Source: an optimization exercise on an open RTL-to-GDS flow (aim: small area, a short achievable clock period and few clock cycles per item). Production flows keep margins and buffers that such runs may drop.
RTL that was checked went through simulation tests only; none was proved equivalent to the original.
No driver is modelled on the clock port, so clock power and skew are understated where the tree is cut down; a real chip needs a root buffer or a tree.
Power and IR drop assume default switching activity.

## P
==> flow/design.v (excerpt) <==
module mem_write_buffer #(
  parameter int DEPTH       = 4,
  parameter int ADDR_WIDTH  = 32,
  parameter int BLOCK_BITS  = 128,
  parameter int OFFSET_BITS = 4
) (
  input  logic                    clk,
  input  logic                    rst,
  input  logic                    mem_req,
  input  logic                    mem_rw,
  input  logic [ADDR_WIDTH-1:0]   mem_addr,
  input  logic [BLOCK_BITS-1:0]   mem_wdata,
  output logic                    mem_ready,
  output logic                    mem_resp,
  output logic [BLOCK_BITS-1:0]   mem_rdata,
  output logic                    mm_req,
  output logic                    mm_rw,
  output logic [ADDR_WIDTH-1:0]   mm_addr,
  output logic [BLOCK_BITS-1:0]   mm_wdata,
  input  logic                    mm_ready,
  input  logic                    mm_resp,
  input  logic [BLOCK_BITS-1:0]   mm_rdata,
  output logic [$clog2(DEPTH):0]  wb_count
);
  localparam int TW = ADDR_WIDTH - OFFSET_BITS;
  logic [TW-1:0]         tag;      
  logic [BLOCK_BITS-1:0] data;     
  ...
For scale: ~500 cells after synthesis, roughly 170 flip-flops, roughly 590 I/O pins, ~7500 um^2 of cells after synthesis.
==> flow/config.mk <==
export PLATFORM = sky130hd
export DESIGN_NAME = mem_write_buffer
export DESIGN_NICKNAME = mem_write_buffer
export VERILOG_FILES = /design/flow/design.v
export SDC_FILE = /design/flow/constraint.sdc
export NUM_CORES = 4
export LEC_CHECK = 0
export ABC_AREA = 1
export CAP_MARGIN = 20
export CORE_AREA = 5 5 115 115
export DIE_AREA = 0 0 120 120
export SETUP_SLACK_MARGIN = 3.95
export SLEW_MARGIN = 20
==> flow/constraint.sdc <==
create_clock -name core_clock -period 6.0 [get_ports {clk}]
set_input_delay 1.2000 -clock core_clock [delete_from_list [all_inputs] [get_ports {clk}]]
set_output_delay 1.2000 -clock core_clock [all_outputs]
set_load 0.01 [all_outputs]
standard.sh (not shown) runs the stock make flow with config.mk's settings and CLKGATE_MAP_FILE= SYNTH_SCRIPT=/design/flow/synth_recipe.tcl, a recipe that flattens the netlist after the stock synthesis.
==> flow/flow/run.sh <==
#!/bin/bash
# The standard layout, with:
# - the smallest buffer on every input and output port;
# - the pins one routing track apart, and the pins of each data bit
#   (mem_wdata, mm_rdata, mem_rdata, mm_wdata) and of each address bit
#   (mem_addr, mm_addr) placed next to each other;
# - a one-level clock tree (flow/clock_tree.tcl, run after the CTS step's own
#   tree and replacing it): the clock port drives four clkbuf_16, each driving
#   one group of nearby flip-flops.
set -euo pipefail
groups=""
for i in $(seq 0 127); do
  groups+=" -group_pins {mem_wdata[$i] mm_rdata[$i] mem_rdata[$i] mm_wdata[$i]}"
done
for i in $(seq 4 31); do
  groups+=" -group_pins {mem_addr[$i] mm_addr[$i]}"
done
bash standard.sh finish \
  "BUFFER_PORTS_ARGS=-buffer_cell sky130_fd_sc_hd__buf_1" \
  "PLACE_PINS_ARGS=-min_distance 1 -min_distance_in_tracks$groups" \
  "CTS_ARGS=-sink_clustering_enable -repair_clock_nets -apply_ndr none" \
  "PRE_CTS_TCL=$(pwd)/flow/pre_cts.tcl" \
  "POST_CTS_TCL=$(pwd)/flow/clock_tree.tcl" \
  > flow_make.log 2>&1
==> flow/flow/pre_cts.tcl <==
# Before CTS:
# 1. Put each flip-flop that drives an output port's buffer next to that
#    buffer (at the pin), with the single gate that drives its D input, and
#    legalize. Output paths are then short wires at the die's edge.
# 2. Keep the input and output port buffers as buffer_ports made them (the
#    smallest buffer): timing repair after this point works on the design's
#    own logic only.
set pc_block [ord::get_db_block]
proc pc_centre {inst} {
  set bb [$inst getBBox]
  return [list [expr {([$bb xMin] + [$bb xMax]) / 2}] [expr {([$bb yMin] + [$bb yMax]) / 2}]]
}
proc pc_move {inst x y} {
  set bb [$inst getBBox]
  set w [expr {[$bb xMax] - [$bb xMin]}]
  set h [expr {[$bb yMax] - [$bb yMin]}]
  $inst setLocation [expr {int($x - $w / 2)}] [expr {int($y - $h / 2)}]
}
set pc_moved 0
foreach inst [$pc_block getInsts] {
  if {![[$inst getMaster] isSequential]} { continue }
  set q [$inst findITerm Q]
  if {$q eq "NULL" || [$q getNet] eq "NULL"} { continue }
  set xs 0; set ys 0; set n 0
  foreach it [[$q getNet] getITerms] {
    set o [$it getInst]
    if {[regexp {^output[0-9]+$} [$o getName]]} {
      lassign [pc_centre $o] x y
      set xs [expr {$xs + $x}]; set ys [expr {$ys + $y}]; incr n
    }
  }
  if {!$n} { continue }
  set x [expr {$xs / $n}]; set y [expr {$ys / $n}]
  pc_move $inst $x $y
  incr pc_moved
  set d [$inst findITerm D]
  if {$d ne "NULL" && [$d getNet] ne "NULL"} {
    set dn [$d getNet]
    if {[llength [$dn getITerms]] == 2} {
      foreach it [$dn getITerms] {
        if {[$it isOutputSignal]} { pc_move [$it getInst] $x $y }
      }
    }
  }
}
puts "pre_cts: moved $pc_moved flip-flops to their output buffers"
detailed_placement
check_placement -verbose
foreach inst [$pc_block getInsts] {
  if {[regexp {^(input|output)[0-9]+$} [$inst getName]]} { $inst setDoNotTouch 1 }
}
Other scripts of this flow, unchanged in this note and not shown: flow/flow/clock_tree.tcl
Testbench counts of P, summed over its fixed seeds: cycles 251,719, items 48,000.
The inputs of Q differ from those of P as listed below.
Settings: CORE_AREA changed from 5 5 115 115 to 5 5 145 145; DIE_AREA changed from 0 0 120 120 to 0 0 150 150.
- Q ran to completion and came out clean on the timing, design-rule and antenna checks.
- NOTE: logic gate share of total power in Q falls short of that of P
- Routed metal-1 wire length in Q is 2.9% higher than in P
- data[40]$_DFFE_PP_ as the critical path launch point was reported by P, and data[15]$_DFFE_PP_ by Q.
- Compared with P, Q shows combinational power that has gone down by a few percent.
- Amount of wire on met3 after detailed routing (lower): Q
- Diff P -> Q: final period utilization shows an increase of 0.19 points; clock network power share shows an increase of 0.5 points; final clock skew shows a reduction of 0.0092 ns; global-route usage shows a reduction of 15 points.
- The clock-pin slew reported for the worst setup and hold paths after clock tree synthesis on P is in line with that on Q.
- Aggregate routed wire length in Q vs P: down 6.5%
- Looking only at setup slack, and setting everything else aside, the lower value of Q and P goes to Q.
The inputs of R differ from those of Q as listed below.
Settings: swapping 5 5 145 145 for 5 5 115 115 in CORE_AREA; swapping 3.95 for 4 in SETUP_SLACK_MARGIN; swapping 0 0 150 150 for 0 0 120 120 in DIE_AREA.
-- flow/flow/run.sh --
<<< Q, line 22
  "PRE_CTS_TCL=$(pwd)/flow/pre_cts.tcl" \
>>> R, line 22
removed: flow/flow/pre_cts.tcl
==> comparison <==
R vs. Q: number of nets in the layout roughly the same; worst-case setup margin in the final layout now larger; power climbed 3.7%; routed wire length on met2 shrank by about 3.2%. mem_rdata[15] as the end point of the critical path was reported by Q, and mm_wdata[46] by R. | met3 track utilization from global routing | R vs Q | 2.3 points higher |. R vs. Q: utilization of the core after routing picked up an extra 31 points; power share of the combinational group picked up an extra 1.0 points; length of routed wiring on met1 lost 7.8%.
In every run of this note, the design's own scripts or RTL, not TritonCTS, make the clock network.

---

== run A ==
Another version of the RTL of mem_write_buffer (not shown whole).
For scale: ~760 cells after synthesis, about 170 flip-flops, roughly 7800 µm² of cells after synthesis.
clock: 6.0 ns
lec_check: 0
abc_area: 1
cap_margin: 20
core_area: 5 5 145 145
die_area: 0 0 150 150
setup_slack_margin: 4
slew_margin: 20
==> flow/flow/run.sh <==
#!/bin/bash
# The standard layout, with the smallest buffer on every input and output port
# and the pins one routing track apart.
set -euo pipefail
bash standard.sh finish "BUFFER_PORTS_ARGS=-buffer_cell sky130_fd_sc_hd__buf_1" "PLACE_PINS_ARGS=-min_distance 1 -min_distance_in_tracks" > flow_make.log 2>&1
Inputs modified between run A and run B:
- setting CTS_CLUSTER_SIZE to 40 for the first time
- changing DIE_AREA from 0 0 150 150 to 0 0 210 210
- setting CTS_CLUSTER_DIAMETER to 300 for the first time
- changing CORE_AREA from 5 5 145 145 to 5 5 205 205
==> flow/flow/run.sh <==
#!/bin/bash
# The standard layout, with the smallest buffer on every input and output port.
set -euo pipefail
bash standard.sh finish "BUFFER_PORTS_ARGS=-buffer_cell sky130_fd_sc_hd__buf_1" > flow_make.log 2>&1
Notes after the runs:
Number of DRC violations after detailed-routing iteration 0, run A and run B, higher one = run B.
Run B: via count of the routed design 1.1% above run A
Against run A, run B reports a global-route wire length before repair that is higher.
The number of cell rows of run B is higher than that of run A.
Relative to run A, the post-route met1 wirelength of run B is higher by about 23%.
[compare] base=run A new=run B: post-route non-filler standard cell count moved up, clock power went up about 10%, number of instances in the placed design went up, worst slew slack as a fraction of its limit rose by 1.5 points, total global routing track utilization fell by 7.7 points.
Run B: flow completed, timing, DRC and antenna clean
Modified inputs, run C compared to run B
- swapping 0 0 210 210 for 0 0 120 120 in DIE_AREA
- clearing CTS_CLUSTER_DIAMETER, which used to be 300
- clearing CTS_CLUSTER_SIZE, which used to be 40
- swapping 5 5 205 205 for 5 5 115 115 in CORE_AREA
==> flow/flow/run.sh <==
#!/bin/bash
# The standard layout, with the smallest buffer on every input and output port
# and the pins one routing track apart.
set -euo pipefail
bash standard.sh finish "BUFFER_PORTS_ARGS=-buffer_cell sky130_fd_sc_hd__buf_1" "PLACE_PINS_ARGS=-min_distance 1 -min_distance_in_tracks" > flow_make.log 2>&1
### Flow results
Between run B and run C, power share of the clock group increased. Compared with run B, run C shows a higher post-CTS setup repair buffer count. Run C reached the final stage; the timing, design-rule and antenna checks on its layout passed. Against run B, run C comes in 0.07 ns lower on biggest cell delay along the critical path. Power: run C draws less than run B.
Setup changes, run C to run D
- CORE_AREA: 5 5 115 115 -> 5 5 205 205
- DIE_AREA: 0 0 120 120 -> 0 0 210 210
- CTS_BUF_LIST: unset -> sky130_fd_sc_hd__clkbuf_8
==> flow/flow/run.sh <==
#!/bin/bash
# The standard layout, with the smallest buffer on every input and output port.
set -euo pipefail
bash standard.sh finish "BUFFER_PORTS_ARGS=-buffer_cell sky130_fd_sc_hd__buf_1" > flow_make.log 2>&1
[summary]
- The finished layout cell area of run D was inferior to that of run C.
- When run D is set beside run C, its minimum setup slack after placement turns out to be 0.19 ns larger.
- As far as gate count after technology mapping goes, run D and run C are indistinguishable; the numbers are identical.
- Changes observed in run D relative to run C: placed instance area higher; portion of total power attributed to the clock network saw a decrease; final routed wirelength across all metal layers grew by 4.3%; combined area of all synthesized cells flat.
- On maximum fanout along the worst path, run C and run D are neck and neck.
- Going from run C to run D, worst setup slack after layout fell 0.21 ns, initial DRC count has decreased.
No functional check of the RTL was part of any run of this note.

---

== build 52 ==
mem_write_buffer, a different RTL version from the one above (not shown whole).
Size: roughly 900 cells after synthesis, roughly 170 flip-flops, ~590 I/O pins, ~7200 um^2 of cells after synthesis.
clock: 6.0 ns
lec_check: 0
abc_area: 1
cap_margin: 20
core_area: 5 5 145 145
die_area: 0 0 150 150
setup_slack_margin: 3.95
slew_margin: 20
==> flow/flow/run.sh <==
#!/bin/bash
# The standard layout, with:
# - the smallest buffer on every input and output port;
# - the pins one routing track apart, and the pins of each data bit
#   (mem_wdata, mm_rdata, mem_rdata, mm_wdata) and of each address bit
#   (mem_addr, mm_addr) placed next to each other;
# - port buffers kept at the smallest size by timing repair (flow/pre_cts.tcl,
#   released again by flow/final_pre.tcl before the final power connection);
# - a two-level clock tree (flow/clock_tree.tcl, run after the CTS step's own
#   tree and replacing it): the clock port drives four buffers, each driving
#   two buffers that each drive one group of nearby flip-flops.
set -euo pipefail
groups=""
for i in $(seq 0 127); do
  groups+=" -group_pins {mem_wdata[$i] mm_rdata[$i] mem_rdata[$i] mm_wdata[$i]}"
done
for i in $(seq 4 31); do
  groups+=" -group_pins {mem_addr[$i] mm_addr[$i]}"
done
bash standard.sh finish \
  "BUFFER_PORTS_ARGS=-buffer_cell sky130_fd_sc_hd__buf_1" \
  "PLACE_PINS_ARGS=-min_distance 1 -min_distance_in_tracks$groups" \
  "CTS_ARGS=-sink_clustering_enable -repair_clock_nets -apply_ndr none" \
  "PRE_CTS_TCL=$(pwd)/flow/pre_cts.tcl" \
  "POST_CTS_TCL=$(pwd)/flow/clock_tree.tcl" \
  "PRE_FINAL_REPORT_TCL=$(pwd)/flow/final_pre.tcl" \
  > flow_make.log 2>&1
==> flow/flow/clock_tree.tcl <==
# Clock tree of this design, built in place of the one clock_tree_synthesis
# made: the clock port drives four buf_16, each of which drives four
# buf_8, each of which drives the clock pins of one group of nearby
# flip-flops. Every flip-flop is two buffers from the clock port, so all clock
# pins see about the same delay.
set ct_block [ord::get_db_block]
set ct_db [ord::get_db]
set ct_port_net [[$ct_block findBTerm clk] getNet]
set ct_ntop 4
set ct_nleaf 16
set ct_top_master [$ct_db findMaster sky130_fd_sc_hd__buf_16]
set ct_leaf_master [$ct_db findMaster sky130_fd_sc_hd__buf_8]

# Walk the existing clock network from the port: flip-flop clock pins are the
# sinks; every other cell on it is a clock buffer or inverter to take out.
set ct_sinks {}
set ct_old_insts {}
set ct_old_nets {}
set ct_todo [list $ct_port_net]
while {[llength $ct_todo]} {
  set net [lindex $ct_todo 0]
  set ct_todo [lrange $ct_todo 1 end]
  foreach it [$net getITerms] {
    if {![$it isInputSignal] && [$it getIoType] ne "INPUT"} { continue }
    set inst [$it getInst]
    set mname [[$inst getMaster] getName]
    if {[[$it getMTerm] getName] eq "CLK"} {
      lappend ct_sinks $it
    } else {
      lappend ct_old_insts $inst
      foreach ot [$inst getITerms] {
        if {[$ot getIoType] eq "OUTPUT" && [$ot getNet] ne "NULL"} {
          lappend ct_old_nets [$ot getNet]
          lappend ct_todo [$ot getNet]
        }
      }
    }
  }
}
puts "clock_tree: [llength $ct_sinks] sinks, removing [llength $ct_old_insts] cells"

foreach it $ct_sinks { $it disconnect }
foreach inst $ct_old_insts { odb::dbInst_destroy $inst }
foreach net $ct_old_nets { odb::dbNet_destroy $net }

# Flip-flop positions (centre of each cell).
set ct_pts {}
foreach it $ct_sinks {
  set box [[$it getInst] getBBox]
  lappend ct_pts [list [expr {([$box xMin] + [$box xMax]) / 2.0}] [expr {([$box yMin] + [$box yMax]) / 2.0}]]
}
set die [$ct_block getDieArea]
set cx [expr {([$die xMin] + [$die xMax]) / 2.0}]
set cy [expr {([$die yMin] + [$die yMax]) / 2.0}]

# Split points (a list of {x y}) into n groups: contiguous arcs of equal size
# by angle around the die's centre, then a few k-means rounds. Returns the
# group of each point and the groups' centres.
proc ct_group {pts n cx cy} {
  set idx {}
  set i 0
  foreach p $pts {
    lappend idx [list $i [expr {atan2([lindex $p 1] - $cy, [lindex $p 0] - $cx)}]]
    incr i
  }
  set idx [lsort -real -index 1 $idx]
  set m [llength $pts]
  set assign [lrepeat $m 0]
  set r 0
  foreach e $idx {
    lset assign [lindex $e 0] [expr {$r * $n / $m}]
    incr r
  }
  for {set iter 0} {$iter <= 20} {incr iter} {
    set cents {}
    for {set k 0} {$k < $n} {incr k} {
      set sx 0.0; set sy 0.0; set c 0
      foreach p $pts a $assign {
        if {$a == $k} { set sx [expr {$sx + [lindex $p 0]}]; set sy [expr {$sy + [lindex $p 1]}]; incr c }
      }
      if {$c} { lappend cents [list [expr {$sx / $c}] [expr {$sy / $c}]] } else { lappend cents [list $cx $cy] }
    }
    if {$iter == 20} { break }
    set assign {}
    foreach p $pts {
      set best 0; set bd 1e30
      for {set k 0} {$k < $n} {incr k} {
        set c [lindex $cents $k]
        set d [expr {abs([lindex $p 0] - [lindex $c 0]) + abs([lindex $p 1] - [lindex $c 1])}]
        if {$d < $bd} { set bd $d; set best $k }
      }
      lappend assign $best
    }
  }
  return [list $assign $cents]
}

proc ct_buffer {block master name in_net out_net pos} {
  set inst [odb::dbInst_create $block $master $name]
  [$inst findITerm A] connect $in_net
  [$inst findITerm X] connect $out_net
  $inst setLocation [expr {int([lindex $pos 0])}] [expr {int([lindex $pos 1])}]
  $inst setPlacementStatus PLACED
  return $inst
}

# Leaf buffers, each driving one group of nearby flip-flops.
lassign [ct_group $ct_pts $ct_nleaf $cx $cy] leaf_of leaf_pos
set leaf_nets {}
for {set k 0} {$k < $ct_nleaf} {incr k} {
  set net [odb::dbNet_create $ct_block "clknet_leaf_$k"]
  $net setSigType CLOCK
  lappend leaf_nets $net
  set m 0
  foreach it $ct_sinks a $leaf_of {
    if {$a == $k} { $it connect $net; incr m }
  }
  puts "clock_tree: leaf $k: $m sinks"
}
# Top buffers, driven by the clock port, each driving a group of leaves.
lassign [ct_group $leaf_pos $ct_ntop $cx $cy] top_of top_pos
for {set t 0} {$t < $ct_ntop} {incr t} {
  set net [odb::dbNet_create $ct_block "clknet_top_$t"]
  $net setSigType CLOCK
  ct_buffer $ct_block $ct_top_master "clkbuf_top_$t" $ct_port_net $net [lindex $top_pos $t]
  for {set k 0} {$k < $ct_nleaf} {incr k} {
    if {[lindex $top_of $k] == $t} {
      ct_buffer $ct_block $ct_leaf_master "clkbuf_leaf_$k" $net [lindex $leaf_nets $k] [lindex $leaf_pos $k]
    }
  }
}
$ct_port_net setSigType CLOCK

# Legalize the new buffers, then repair timing on the new tree as the CTS step
# does on its own.
set_propagated_clock [all_clocks]
detailed_placement
estimate_parasitics -placement
repair_timing_helper
detailed_placement
check_placement -verbose
Other scripts of this flow, unchanged in this note and not shown: flow/flow/final_pre.tcl, flow/flow/pre_cts.tcl
Testbench counts of build 52, summed over its fixed seeds: cycles 251,719, items 48,000.
### build 52 -> build 67
# build 52
export LEC_CHECK = 0
export ABC_AREA = 1
export CAP_MARGIN = 20
export CORE_AREA = 5 5 145 145
export DIE_AREA = 0 0 150 150
export SETUP_SLACK_MARGIN = 3.95
export SLEW_MARGIN = 20
create_clock -name core_clock -period 6.0 [get_ports {clk}]
# build 67
export LEC_CHECK = 0
export ABC_AREA = 1
export CAP_MARGIN = 20
export CORE_AREA = 5 5 155 155
export DIE_AREA = 0 0 160 160
export SETUP_SLACK_MARGIN = 3.95
export SLEW_MARGIN = 20
create_clock -name core_clock -period 6.0 [get_ports {clk}]
--- a/flow/flow/clock_tree.tcl
+++ b/flow/flow/clock_tree.tcl
@@ -2,2 +2,2 @@
-# made: the clock port drives four buf_16, each of which drives four
-# buf_8, each of which drives the clock pins of one group of nearby
+# made: the clock port drives four buf_16, each of which drives two
+# buf_12, each of which drives the clock pins of one group of nearby
@@ -10 +10 @@
-set ct_nleaf 16
+set ct_nleaf 8
@@ -12 +12 @@
-set ct_leaf_master [$ct_db findMaster sky130_fd_sc_hd__buf_8]
+set ct_leaf_master [$ct_db findMaster sky130_fd_sc_hd__buf_12]
==> results.txt <==
- Relative to build 52, met3 wire length has gone down in build 67.
- Between build 52 and build 67, final routed wire length divided by cell count is higher for build 67, build 52 comes in under that.
- Build 67 vs build 52: total chip power down slightly
- Summary: with build 52 as the reference, number of vias in the routed layout in build 67 moved up slightly.
- The number of detailed-routing iterations run before antenna repair number comes out higher for build 52 vs build 67.
- Against build 52 as the reference, build 67 delivers a higher routed length on met1.
- Diff build 52 -> build 67: routed wire length went up 4.6%; layout-stage area growth over the synthesis result went down by 0.45 points; upper clock frequency limit -3.0%.
Input changes introduced in build 98 (baseline for comparison: build 67):
# build 67
export LEC_CHECK = 0
export ABC_AREA = 1
export CAP_MARGIN = 20
export CORE_AREA = 5 5 155 155
export DIE_AREA = 0 0 160 160
export SETUP_SLACK_MARGIN = 3.95
export SLEW_MARGIN = 20
create_clock -name core_clock -period 6.0 [get_ports {clk}]
# build 98
export LEC_CHECK = 0
export ABC_AREA = 1
export CAP_MARGIN = 20
export CORE_AREA = 5 5 145 145
export DIE_AREA = 0 0 150 150
export SETUP_SLACK_MARGIN = 4.05
export SLEW_MARGIN = 20
create_clock -name core_clock -period 6.0 [get_ports {clk}]
--- a/flow/flow/clock_tree.tcl
+++ b/flow/flow/clock_tree.tcl
@@ -2,2 +2,2 @@
-# made: the clock port drives four buf_16, each of which drives two
-# buf_12, each of which drives the clock pins of one group of nearby
+# made: the clock port drives four buf_12, each of which drives three
+# buf_8, each of which drives the clock pins of one group of nearby
@@ -10,3 +10,3 @@
-set ct_nleaf 8
-set ct_top_master [$ct_db findMaster sky130_fd_sc_hd__buf_16]
-set ct_leaf_master [$ct_db findMaster sky130_fd_sc_hd__buf_12]
+set ct_nleaf 12
+set ct_top_master [$ct_db findMaster sky130_fd_sc_hd__buf_12]
+set ct_leaf_master [$ct_db findMaster sky130_fd_sc_hd__buf_8]
Results
- Build 98 completed every stage of the flow, and the final layout passed the timing, design-rule and antenna checks.
- Cell count (higher): build 67
- The core occupancy in the finished layout in build 98 was higher than what build 67 gave.
- The lower global-route usage came out of build 67.
- On maximum cell stage delay along the critical path, build 67 and build 98 are basically level.
- Build 67 has a higher standard cell core area than build 98.
Here is what was changed in the inputs of build 96 compared with build 98.
# build 98
export LEC_CHECK = 0
export ABC_AREA = 1
export CAP_MARGIN = 20
export CORE_AREA = 5 5 145 145
export DIE_AREA = 0 0 150 150
export SETUP_SLACK_MARGIN = 4.05
export SLEW_MARGIN = 20
create_clock -name core_clock -period 6.0 [get_ports {clk}]
# build 96
export LEC_CHECK = 0
export ABC_AREA = 1
export CAP_MARGIN = 20
export CORE_AREA = 2.5 2.5 137.5 137.5
export DIE_AREA = 0 0 140 140
export SETUP_SLACK_MARGIN = 3.95
export SLEW_MARGIN = 20
create_clock -name core_clock -period 6.0 [get_ports {clk}]
## What came out
Between build 98 and build 96, minimum hold slack is higher for build 96, build 98 comes in under that. Sort build 98 and build 96 by relative slew slack, ascending, and build 98 comes first. As far as number of top-level pins goes, build 96 and build 98 are indistinguishable; the numbers are identical. Between build 98 and build 96, the difference in power is negligible. The final layout from build 96, which completed every stage, passed the timing, design-rule and antenna checks at the end of the flow. Comparing the two runs side by side, build 96 comes out ahead of build 98 on HPWL reported at the end of detailed placement. Build 96 reports a higher met3 demand-to-capacity share in global routing than build 98 does. Build 96 vs. build 98: wire length dropped about 0.53%; final standard cell area without fillers -about 0.54%.
What build 19 does differently from build 96 at the input level:
# build 96
export LEC_CHECK = 0
export ABC_AREA = 1
export CAP_MARGIN = 20
export CORE_AREA = 2.5 2.5 137.5 137.5
export DIE_AREA = 0 0 140 140
export SETUP_SLACK_MARGIN = 3.95
export SLEW_MARGIN = 20
create_clock -name core_clock -period 6.0 [get_ports {clk}]
# build 19
export LEC_CHECK = 0
export ABC_AREA = 1
export CAP_MARGIN = 20
export CORE_AREA = 5 5 145 145
export DIE_AREA = 0 0 150 150
export PLACE_DENSITY = 0.8
export SETUP_SLACK_MARGIN = 3.95
export SLEW_MARGIN = 20
create_clock -name core_clock -period 6.0 [get_ports {clk}]
==> comparison <==
Diff build 19..build 96 | synthesized cell count | unchanged
Count of different cell masters after synthesis came out exactly the same in build 19 and build 96.
Simple-gate share of the synthesized area: build 19 vs build 96 — no meaningful difference
Delta (build 19 minus build 96): number of enable flip-flop cells after synthesis ~0 delta; starting density of the core -3.1 points; width of the die picked up an extra 7.1%.
Per the final summary, build 96 finished and its layout is clean on timing, DRC and antenna.
Build 19 did not finish; a tool error ended it in I/O pin placement.
[inputs] build 54 vs build 19
# build 19
export LEC_CHECK = 0
export ABC_AREA = 1
export CAP_MARGIN = 20
export CORE_AREA = 5 5 145 145
export DIE_AREA = 0 0 150 150
export PLACE_DENSITY = 0.8
export SETUP_SLACK_MARGIN = 3.95
export SLEW_MARGIN = 20
create_clock -name core_clock -period 6.0 [get_ports {clk}]
# build 54
export LEC_CHECK = 0
export ABC_AREA = 1
export CAP_MARGIN = 20
export CORE_AREA = 5 5 145 145
export DIE_AREA = 0 0 150 150
export SETUP_SLACK_MARGIN = 4.1
export SLEW_MARGIN = 20
create_clock -name core_clock -period 6.0 [get_ports {clk}]
--- a/flow/flow/clock_tree.tcl
+++ b/flow/flow/clock_tree.tcl
@@ -2,2 +2,2 @@
-# made: the clock port drives four buf_12, each of which drives three
-# buf_8, each of which drives the clock pins of one group of nearby
+# made: the clock port drives four buf_16, each of which drives two
+# buf_12, each of which drives the clock pins of one group of nearby
@@ -10,3 +10,3 @@
-set ct_nleaf 12
-set ct_top_master [$ct_db findMaster sky130_fd_sc_hd__buf_12]
-set ct_leaf_master [$ct_db findMaster sky130_fd_sc_hd__buf_8]
+set ct_nleaf 8
+set ct_top_master [$ct_db findMaster sky130_fd_sc_hd__buf_16]
+set ct_leaf_master [$ct_db findMaster sky130_fd_sc_hd__buf_12]
- Build 54 did not stop at any stage, and its layout met the timing, design-rule and antenna checks.
- Overall die width: build 54 vs build 19 identical
- For number of unique standard cell types used by synthesis, build 54 and build 19 come out practically identical.
- Diff build 54..build 19 | fraction of the mapped netlist area in compound gates | unchanged
In build 52, build 67, build 98, build 96 and build 54 the design's own scripts or RTL, not TritonCTS, make the clock network.

[static timing again, ports no longer ideal]
In the flow no input, the clock included, has a driving cell. The finished layouts below were timed again as built, in two steps. Step 1, drivers: a clkbuf_16 drives clk and a buf_2 each remaining input, both assumed. Step 2 adds t to the input delays and takes it off the output delays; t is the mean of the earliest and latest rising clock arrival at the registers after step 1. Input paths then give back, and output paths get back, about the clock's delay inside the block. Three values: ideal, step 1, step 2; two values: the first two.
run | shift t [ns] | setup WS [ns] | worst register clock-pin slew, ns
P | 0.372 | 3.885 / 3.790 / 3.931 | 0.10 / 0.10
Q | 0.363 | 3.873 / 3.782 / 3.929 | 0.09 / 0.09
R | 0.362 | 3.910 / 3.821 / 3.942 | 0.09 / 0.09
run A | 0.453 | 3.772 / 3.731 / 3.579 | 0.07 / 0.07
run B | 0.505 | 3.593 / 3.548 / 3.573 | 0.07 / 0.07
run C | 0.461 | 3.741 / 3.699 / 3.587 | 0.07 / 0.07
run D | 0.561 | 3.529 / 3.487 / 3.530 | 0.09 / 0.09
build 52 | 0.334 | 4.029 / 3.921 / 3.941 | 0.07 / 0.07
build 67 | 0.343 | 3.968 / 3.858 / 3.986 | 0.11 / 0.11
build 98 | 0.312 | 4.023 / 3.933 / 3.972 | 0.09 / 0.09
build 96 | 0.321 | 4.019 / 3.921 / 3.946 | 0.09 / 0.09
build 54 | 0.343 | 3.998 / 3.885 / 3.982 | 0.10 / 0.10
After both steps every run listed still meets setup and hold. The setup slack of run A, which loses most, moves by -0.041 ns with the drivers and by -0.193 ns with both steps.
